Source: an optimization exercise on an open RTL-to-GDS flow (aim: small area). Production flows keep margins and buffers that such runs may drop. RTL that was checked went through simulation tests only; none was proved equivalent to the original. No activity file was given, so power comes from the tool's default toggle rates.

== run 1 ==
Design feature_pipeline, start of the top module:
module feature_pipeline
(
    input  logic        clk,
    input  logic        reset_n,
    input  logic        start,
    input  logic [15:0] accel_x,
    input  logic [15:0] accel_y,
    input  logic [15:0] accel_z,
    output logic [15:0] feature_mean,
    output logic [15:0] feature_std,
    output logic        feature_valid
);
Size: ~1000 cells after synthesis, roughly 84 I/O pins, ~12000 um^2 of cells after synthesis.
clock: 10.0 ns
lec_check: 0
cap_margin: 20
core_margin: 2
core_utilization: 40
cts_buf_list: sky130_fd_sc_hd__clkbuf_8
gpl_timing_driven: 0
slew_margin: 20
standard.sh (not shown) runs the stock make flow with config.mk's settings and CLKGATE_MAP_FILE= SYNTH_SCRIPT=/design/flow/synth_recipe.tcl, a recipe that flattens the netlist after the stock synthesis.
==> flow/flow/run.sh <==
#!/bin/bash
# The standard ORFS layout (standard.sh) with these changes:
#  - SYNTH_ARGS=-noabc: Yosys's early ABC pass inside "synth" is skipped, so the full
#    adders written out in the RTL reach extract_fa as written (the final ABC mapping
#    after flip-flop mapping still runs); flip-flops are mapped exactly as in the
#    standard synthesis;
#  - every input and output port is still buffered, with the smallest buffer;
#  - clock tree synthesis without dummy clock loads.
set -euo pipefail
export SYNTH_ARGS="-noabc"
export BUFFER_PORTS_ARGS="-buffer_cell sky130_fd_sc_hd__buf_1"
export CTS_ARGS="-sink_clustering_enable -repair_clock_nets -dont_use_dummy_load -buf_list sky130_fd_sc_hd__clkbuf_8"
bash standard.sh > flow_make.log 2>&1
What run 2 does differently from run 1 at the input level:
--- a/flow/design.v
+++ b/flow/design.v
@@ -273,40 +273,41 @@
     input  logic [15:0] accel_z,
     output logic [15:0] feature_mean,
     output logic [15:0] feature_std,
     output logic        feature_valid
 );
     logic        sx, sy, sz;
     logic [15:0] ax, ay, az;
     logic [16:0] mag_raw;
     logic [15:0] mag_d, mag_q;      
     logic        en;
     logic        vld_q;
     logic [4:0]  cnt_q;
-    logic        first;
+    logic        first;           
+    logic        first_q;
     logic        load_q;
     logic [20:0] sum_q, sum_d, sum_g;
     logic [36:0] sq_q, sq_d, sq_g;   
     logic        sq_c_q, sq_c_d, sq_cg;  
     logic [31:0] ex2;
     logic [15:0] pp [16];
     assign sx = accel_x[15];
     assign sy = accel_y[15];
     assign sz = accel_z[15];
     assign ax = accel_x ^ {16{sx}};
     assign ay = accel_y ^ {16{sy}};
     assign az = accel_z ^ {16{sz}};
     assign en    = start & ~reset_n;
     assign mag_d = (mag_raw[15:0] | {16{mag_raw[16]}}) & {16{en}};
-    assign first = (cnt_q == 5'd0);
+    assign first = first_q;
     assign sum_g = sum_q & {21{~first}};
     assign sq_g  = sq_q & {37{~first}};
     assign sq_cg = sq_c_q & ~first;
     always_comb begin
         for (int i = 0; i < 16; i++)
             for (int j = 0; j < 16; j++)
                 pp[i][j] = mag_q[i] & mag_q[j];
     end
     logic mg_0;
     logic mg_1;
     logic mg_2;
     logic mg_3;
@@ -1416,28 +1417,30 @@
     assign ex2[25] = sn_22;
     assign ex2[26] = sn_24;
     assign ex2[27] = sn_26;
     assign ex2[28] = sn_28;
     assign ex2[29] = sn_30;
     assign ex2[30] = sn_32;
     assign ex2[31] = sn_34;
     always_ff @(posedge clk) begin
         if (reset_n) begin
             vld_q  <= 1'b0;
             cnt_q  <= '0;
             load_q <= 1'b0;
+            first_q <= 1'b1;
         end else begin
             vld_q  <= start;
             cnt_q  <= cnt_q + 5'(vld_q);
             load_q <= vld_q & (cnt_q == 5'd31);
+            first_q <= vld_q ? (cnt_q == 5'd31) : first_q;
         end
         mag_q  <= mag_d;
         sum_q  <= sum_d;
         sq_q   <= sq_d;
         sq_c_q <= sq_c_d;
     end
     isqrt32 u_back (
         .clk     (clk),
         .reset_n (reset_n),
         .load    (load_q),
         .ex2     (ex2),
         .mean    (sum_q[20:5]),
Results
Comparing run 2 and run 1, the higher pin slew with the least headroom to its limit was measured on run 2.
Run 2 falls short of run 1 in post-detailed-placement half-perimeter wirelength.
Looking at shortest period the worst path allows, run 2 sits 0.028 ns higher than run 1 does.
[compare] base=run 1 new=run 2: post-route cell area about even; relative contribution of combinational cells to total power fell 0.3 points; longest individual stage delay on the worst path fell 0.07 ns.
Note that the peak supply drop recorded for run 1 amounts to 1.05 times the value seen in run 2.
Changes observed in run 2 relative to run 1: non-filler instance count after layout moved up; routed metal-1 wire length has increased.
When run 2 is measured against run 1, its met3 wire length turns out 370 um higher.
For run 2, only the layout was checked, not whether the RTL still works.

## static timing again, ports no longer ideal
No port has a modelled driver above. Below, the same layouts with a new extraction and two added sets of constraints.
Step 1, drivers: a clkbuf_16 drives clk and a buf_2 each remaining input, both assumed.
Step 2 moves the port delays by t, midway between the first and last clock arrival at a register: inputs arrive t later, outputs are due t later. That takes back most of the time a late clock gives input paths.
Three values: ideal, step 1, step 2; two values: the first two.
run	shift t [ns]	slack for setup (ns)	clock arrival spread, ns	slew at the worst register clock pin (ns)
run 1	0.488	0.434 / 0.434 / 0.010	0.032 / 0.032	0.10 / 0.10
run 2	0.485	0.406 / 0.406 / -0.045	0.036 / 0.037	0.10 / 0.10
Met with ideal ports but missed after step 2: setup timing in run 2. For run 2, which loses most, drivers alone change the setup slack by 0.000 ns; drivers and shift together by -0.451 ns.
